This design comes from an exercise in tuning for small area, a short achievable clock period and few clock cycles per item on the open sky130 flow, not from production work. No functional check of the RTL was part of this run.

**design/flow/run.sh**
```bash
#!/bin/bash
# synth_recipe.tcl (not shown) runs the flow's synth.tcl, then flattens the netlist and writes it again
# the make line also repeats each setting of config.mk as NAME=value (left out here)
make -C /OpenROAD-flow-scripts/flow DESIGN_CONFIG=/design/flow/config.mk WORK_HOME=/design/flow/orfs CLKGATE_MAP_FILE= SYNTH_SCRIPT=/design/flow/synth_recipe.tcl finish
```
**design/flow/config.mk**
```make
export PLATFORM = sky130hd
export DESIGN_NAME = simonTop
export DESIGN_NICKNAME = simonTop
export VERILOG_FILES = /design/flow/design.v
export SDC_FILE = /design/flow/constraint.sdc
export NUM_CORES = 4
export LEC_CHECK = 0
export ABC_CLOCK_PERIOD_IN_PS = 3500
export CAP_MARGIN = 20
export CORE_MARGIN = 2
export CORE_UTILIZATION = 50
export PLACE_DENSITY = 0.6
export SETUP_SLACK_MARGIN = 3
export SLEW_MARGIN = 20
```
**design/flow/constraint.sdc**
```tcl
create_clock -name core_clock -period 7.0 [get_ports {clk}]
set_input_delay 1.4000 -clock core_clock [delete_from_list [all_inputs] [get_ports {clk}]]
set_output_delay 1.4000 -clock core_clock [all_outputs]
set_load 0.01 [all_outputs]
```
**design/flow/design.v**
```verilog
package simonPkg;
	localparam int wordBits = 16;
	localparam int keyWords = 4;
	localparam int rounds = 32;
	localparam int perClk = 8;
	localparam int clks = rounds / perClk;
	localparam int cntBits = (clks > 2) ? $clog2(clks) : 1;
	localparam int expLast = (28 % perClk == 0) ? 28 / perClk - 1 : 28 / perClk;
	localparam int expOff = (28 % perClk == 0) ? perClk : 28 % perClk;
	localparam logic [61:0] zSeq =
		62'b11111010_00100101_01100001_11001101_11110100_01001010_11000011_100110;
	localparam logic [wordBits-1:0] keyConst = 16'hfffc;
endpackage
module simonTop
(
	input logic clk,
	input logic nR,
	input logic newData,
	input logic newKey,
	input logic readData,
	input logic [31:0] inData,
	input logic [7:0] infoIn,
	input logic [7:0] countIn,
	input logic [63:0] key,
	output logic [31:0] outData,
	output logic [7:0] infoOut,
	output logic [7:0] countOut,
	output logic doneData,
	output logic keyReady
);
	localparam int P = simonPkg::perClk;
	localparam int CB = simonPkg::cntBits;
	function automatic logic [15:0] roundF(logic [15:0] x);
		roundF = ({x[14:0], x[15]} & {x[7:0], x[15:8]}) ^ {x[13:0], x[15:14]};
	endfunction
	function automatic logic [31:0] roundsP(logic [31:0] s, logic [16*P-1:0] kw);
		logic [15:0] a;
		logic [15:0] b;
		logic [15:0] t;
		a = s[31:16];
		b = s[15:0];
		for (int r = 0; r < P; r++)
		begin
			t = b ^ roundF(a) ^ kw[16*r +: 16];
			b = a;
			a = t;
		end
		roundsP = {a, b};
	endfunction
	function automatic logic [16*(P+4)-1:0] stepP(logic [63:0] x, logic fwd, logic [P-1:0] zb);
		logic [16*(P+4)-1:0] q;
		logic [15:0] p;
		logic [15:0] o;
		logic [15:0] t;
		q = '0;
		q[63:0] = x;
		for (int i = 0; i < P; i++)
		begin
			p = fwd ? q[16*(i+3) +: 16] : q[16*(i+1) +: 16];
			o = fwd ? q[16*(i+1) +: 16] : q[16*(i+3) +: 16];
			t = {p[2:0], p[15:3]} ^ o;
			q[16*(i+4) +: 16] = q[16*i +: 16] ^ t ^ {t[0], t[15:1]} ^ simonPkg::keyConst ^ {15'b0, zb[i]};
		end
		stepP = q;
	endfunction
	function automatic logic [63:0] revWords(logic [63:0] x);
		revWords = {x[15:0], x[31:16], x[47:32], x[63:48]};
	endfunction
	logic prevData;
	logic prevKey;
	logic dataRise;
	logic keyRise;
	logic busy;
	logic expand;
	logic resInS;
	logic [CB-1:0] cnt;
	logic [31:0] S;
	logic [7:0] sInfo;
	logic [7:0] sCount;
	logic [63:0] W;
	logic [63:0] K;
	logic [63:0] E;
	logic [63:0] X;
	logic [16*(P+4)-1:0] Q;
	logic [31:0] RP;
	logic [31:0] O;
	logic [7:0] oInfo;
	logic [7:0] oCount;
	logic enc;
	logic [P-1:0] zb;
	logic lastCyc;
	logic finish;
	assign dataRise = newData && !prevData;
	assign keyRise = newKey && !prevKey;
	assign enc = sInfo[6];
	assign lastCyc = (cnt == CB'(simonPkg::clks - 1));
	assign finish = busy && lastCyc && !doneData;
	always_comb
	begin
		int j;
		for (int s = 0; s < P; s++)
		begin
			j = P * int'(cnt) + s;
			if (busy && !enc)
			begin
				j = 27 - j;
			end
			zb[s] = (j >= 0 && j < 62) ? simonPkg::zSeq[61 - j] : 1'b0;
		end
	end
	assign X = (busy && cnt == '0) ? (enc ? K : E) : W;
	assign Q = stepP(X, !busy || enc, zb);
	assign RP = roundsP(S, Q[16*P-1:0]);
	always_ff @(posedge clk or negedge nR)
	begin
		if (!nR)
		begin
			prevData <= 1'b0;
			prevKey <= 1'b0;
			busy <= 1'b0;
			expand <= 1'b0;
			resInS <= 1'b0;
			cnt <= '0;
			keyReady <= 1'b0;
			doneData <= 1'b0;
		end
		else
		begin
			prevData <= newData;
			prevKey <= newKey;
			if (keyRise)
			begin
				expand <= 1'b1;
				keyReady <= 1'b0;
				cnt <= '0;
			end
			else if (expand)
			begin
				cnt <= cnt + CB'(1);
				if (cnt == CB'(simonPkg::expLast))
				begin
					expand <= 1'b0;
					keyReady <= 1'b1;
					cnt <= '0;
				end
			end
			else if (!busy)
			begin
				if (dataRise)
				begin
					busy <= 1'b1;
					cnt <= '0;
				end
			end
			else if (!lastCyc)
			begin
				cnt <= cnt + CB'(1);
			end
			else if (finish)
			begin
				busy <= 1'b0;
				resInS <= 1'b0;
				cnt <= '0;
			end
			else
			begin
				resInS <= 1'b1;
			end
			if (finish)
			begin
				doneData <= 1'b1;
			end
			else if (readData)
			begin
				doneData <= 1'b0;
			end
		end
	end
	always_ff @(posedge clk)
	begin
		if (!busy)
		begin
			S <= infoIn[6] ? inData : {inData[15:0], inData[31:16]};
			sInfo <= infoIn;
			sCount <= countIn;
		end
		else if (!resInS)
		begin
			S <= RP;
		end
		if (keyRise || !(busy || expand))
		begin
			W <= key;
		end
		else
		begin
			W <= Q[16*P +: 64];
		end
		if (expand && cnt == '0)
		begin
			K <= W;
		end
		if (expand && cnt == CB'(simonPkg::expLast))
		begin
			E <= revWords(Q[16*simonPkg::expOff +: 64]);
		end
		if (finish)
		begin
			O <= resInS ? S : RP;
			oInfo <= sInfo ^ 8'h10;
			oCount <= sCount;
		end
	end
	assign outData = oInfo[6] ? O : {O[15:0], O[31:16]};
	assign infoOut = oInfo;
	assign countOut = oCount;
endmodule
```
==> qor.yml <==
dieArea_um2: 60710
fp.dieW_um: 246.4
worst_ep_arrival_time_ps: 7860
hp-class: "flop to flop"
critPathCaptureType: "flop"
rsz0062_at_grt: "yes"
tns_ps: -4746
core_um2: 57920
syn_inst: 2779
antenna_left: 0
final_nets: 4069
netlist_top_cells_area: "xnor2_1, edfxtp_1, xnor3_1, dfxtp_1, xor2_1"
start_util: 0.5073
synth_area_um2: 29380
period_minus_slack_ps: 7379
synth.net_count: 2907
criticalPathCategory: "flop to flop"
syn_area_per_cell_um2: 10.57
finalHoldViolCount: 0
hpwlAfterDp_um: 113200
num_rows: 88
status: "complete, but fails checks"
cts_tree: "done"
path_buf_inv: 9
drc: 0
grt_pass1_vias: 27710
synth_top_area_frac: 0.2170
synth_edf_count: 192
synthArstFlopShare: 0.03030
clkSinkCount: 297
final_cell_count_no_fill: 4733
worst_pin_slew_ps: 1113
drt_iter0_drc: 3346
grt_overflow_total: 0
ys_top_cells_by_count: "xnor2_1, nand2_1, xor2_1"
fmax_ghz: 0.1355
synth_top_flop_cell: "edfxtp_1"
grt_max_degree: 92
final.fill_count: 3372
yosys_warnings: 1
dp_slack_ps: -871.0
io_buffers: 166
seq_area_frac_synth: 0.2693
cts_root_buf: "clkbuf_16"
grt_pass1_wl_um: 199500
setup-violations-final: 18
clk_latency_ps: 600
cts_buffers: 29
slew_headroom: 0.2578
yosysMostFrequentCell: "xnor2_1"
cts_hold_buf: 0
gp_congestion: 1.099
wire_per_inst_um: 31.73
cpMostUsedCell: "buf_4"
start_kind: "flop"
period_share: 1.054
h-tree-depth: 1
fin_ws_ps: -378.5
worst_clock_skew_ps: 13.09
final_layout_size_suffix_gt1_frac: 0.4981
vias_per_cell: 6.051
fin_util: 0.8079
drtPass1Iterations: 6
clk_pin_slew_ps: 70
ys_ff_latch: 297
max_cap_viol_count: 0
die_y_um: 246.4
post_dp_cell_area_um2: 38540
path_delay_family: "XOR/XNOR gates"
antenna_found_initial: 10
synthToLayoutAreaGrowth_pct: 59.27
slew_violations: 0
critPathMaxStageDelay_ps: 510
cp_max_fo: 6
worstPathRequired_ps: 7480
clock_path_buffers: 3
wl_um: 150200
ios: 167
violatedChecks: "setup timing"
placed_cells: 4351
synth_cell_type_count: 93
design_area_um2: 46790
holdWs_ps: 418.2
grt.total_usage: 0.4703
synth_top_cell_by_area: "xnor2_1"
vias: 28640
crit_path_top_delay_cell: "xor3_2"
worst reg2reg max path, delay by kind of cell, from the launching register on:
kind / cells / cell delay (ps)
buffers and inverters: 9 / 1380
xor gates and xnor gates: 6 / 1970
AOI/OAI and AO/OA: 4 / 1090
muxes: 5 / 1240
DFF: 1 / 430
and+or+nand+nor: 5 / 1000
adders and majority gates: 1 / 160
final timing paths:
path / startpoint / depth (start not counted) / slack (ps) / endpoint
min reg2reg: sInfo[5]$_DFFE_PN_ / 0 / 420 / oInfo[5]$_DFFE_PP_
min in group asynchronous: nR / 1 / 1110 / doneData$_DFFE_PN0P_
max reg2reg: cnt[0]$_DFFE_PN0P_ / 30 / -380 / W[57]$_DFF_P_
max: cnt[0]$_DFFE_PN0P_ / 30 / -380 / W[57]$_DFF_P_
min: sInfo[5]$_DFFE_PN_ / 0 / 420 / oInfo[5]$_DFFE_PP_
max in group asynchronous: nR / 1 / 5550 / cnt[0]$_DFFE_PN0P_
registers in the layout, summed over array words and instances (netlist names):
signal    flops
E            64
K            64
O            32
S            32
W            64
busy          1
cnt           2
doneData      1
expand        1
keyReady      1
oCount        8
oInfo         8
prevData      1
prevKey       1
resInS        1
sCount        8
sInfo         8
per-layer routing:
metal  global-route usage  vias up  wire length (µm)
met5                    0        -                13
met4               0.3606        2             15820
met3               0.1278      731             19140
met2               0.7229     2200             64790
met1               0.5607    13880             50420
li1                     -    11830                 -
cell type report:
type | instances | area (µm²) | share of cell area
antenna | 5 | 12.51 | 0.0002674
clock buffer | 36 | 752.0 | 0.01607
clock inverter | 17 | 224.0 | 0.004786
inverter | 57 | 231.5 | 0.004947
multi-input combinational | 2326 | 25950 | 0.5546
sequential | 297 | 7916 | 0.1692
tap | 765 | 957.2 | 0.02046
timing repair buffer | 1230 | 10750 | 0.2297
what timing repair did:
item | CTS | global route
buffers inserted | 208 | 111
gates resized for setup | 518 | 273
pin swaps | 239 | 201
setup endpoints to repair | 171 | 172
cloned | 5 | 0
cells by family (layout without fill, tap and decap cells):
family,after synthesis,count (layout),share of synthesized area
adders and majority gates,11,11,0.004685
muxes,282,282,0.1130
AOI/OAI and AO/OA,321,321,0.06921
DFF,297,297,0.2693
xor gates and xnor gates,1147,1147,0.4311
buffers and inverters,156,1340,0.02602
and+or+nand+nor,565,565,0.08667
other,0,5,0
cells in the final DEF, fill, tap and decap left out, types with 12 or more instances in the layout:
cell,synthesis,final
xnor3_1,138,96
xor2_2,7,53
nand3_1,24,19
and3_1,15,13
mux2i_2,23,30
o21ai_2,5,21
xnor2_4,4,81
a21oi_1,59,38
nand2_1,217,205
o21ai_1,12,68
xor2_4,1,18
a21oi_2,8,18
inv_1,50,37
o21ai_0,129,53
mux2_4,3,23
inv_2,3,12
buf_12,4,34
buf_6,8,119
clkbuf_16,0,29
edfxtp_1,192,192
xor2_1,216,153
xnor3_2,3,45
mux2_2,116,96
dfxtp_1,96,96
buf_4,4,895
mux2i_4,20,45
xnor2_2,30,252
xnor2_1,728,429
nor2_2,1,22
nor3_1,32,24
clkdlybuf4s50_1,0,165
mux2i_1,120,88
o22ai_1,15,12
nor2_1,174,145

==> port drivers added, routing unchanged <==
The results above use ideal ports. As a check the final layout listed here was re-extracted and re-timed, cells and wires unchanged. Step 1 assumes that a clkbuf_16 drives the clock port and a buf_2 every other input. Step 2 times the ports against the registers' clock, not the clock port: input delays grow and output delays shrink by t, the midpoint of the rising clock arrivals with the driver on. Three values: no drivers, after step 1, after step 2; two values: the first two.
t, ns: 0.646
setup WS [ns]: -0.379 / -0.379 / -0.379
worst setup path at the end: register to register
latest minus earliest clock arrival (ns): 0.013 / 0.014
For this run, drivers alone change the setup slack by 0.000 ns; drivers and shift together by 0.000 ns.
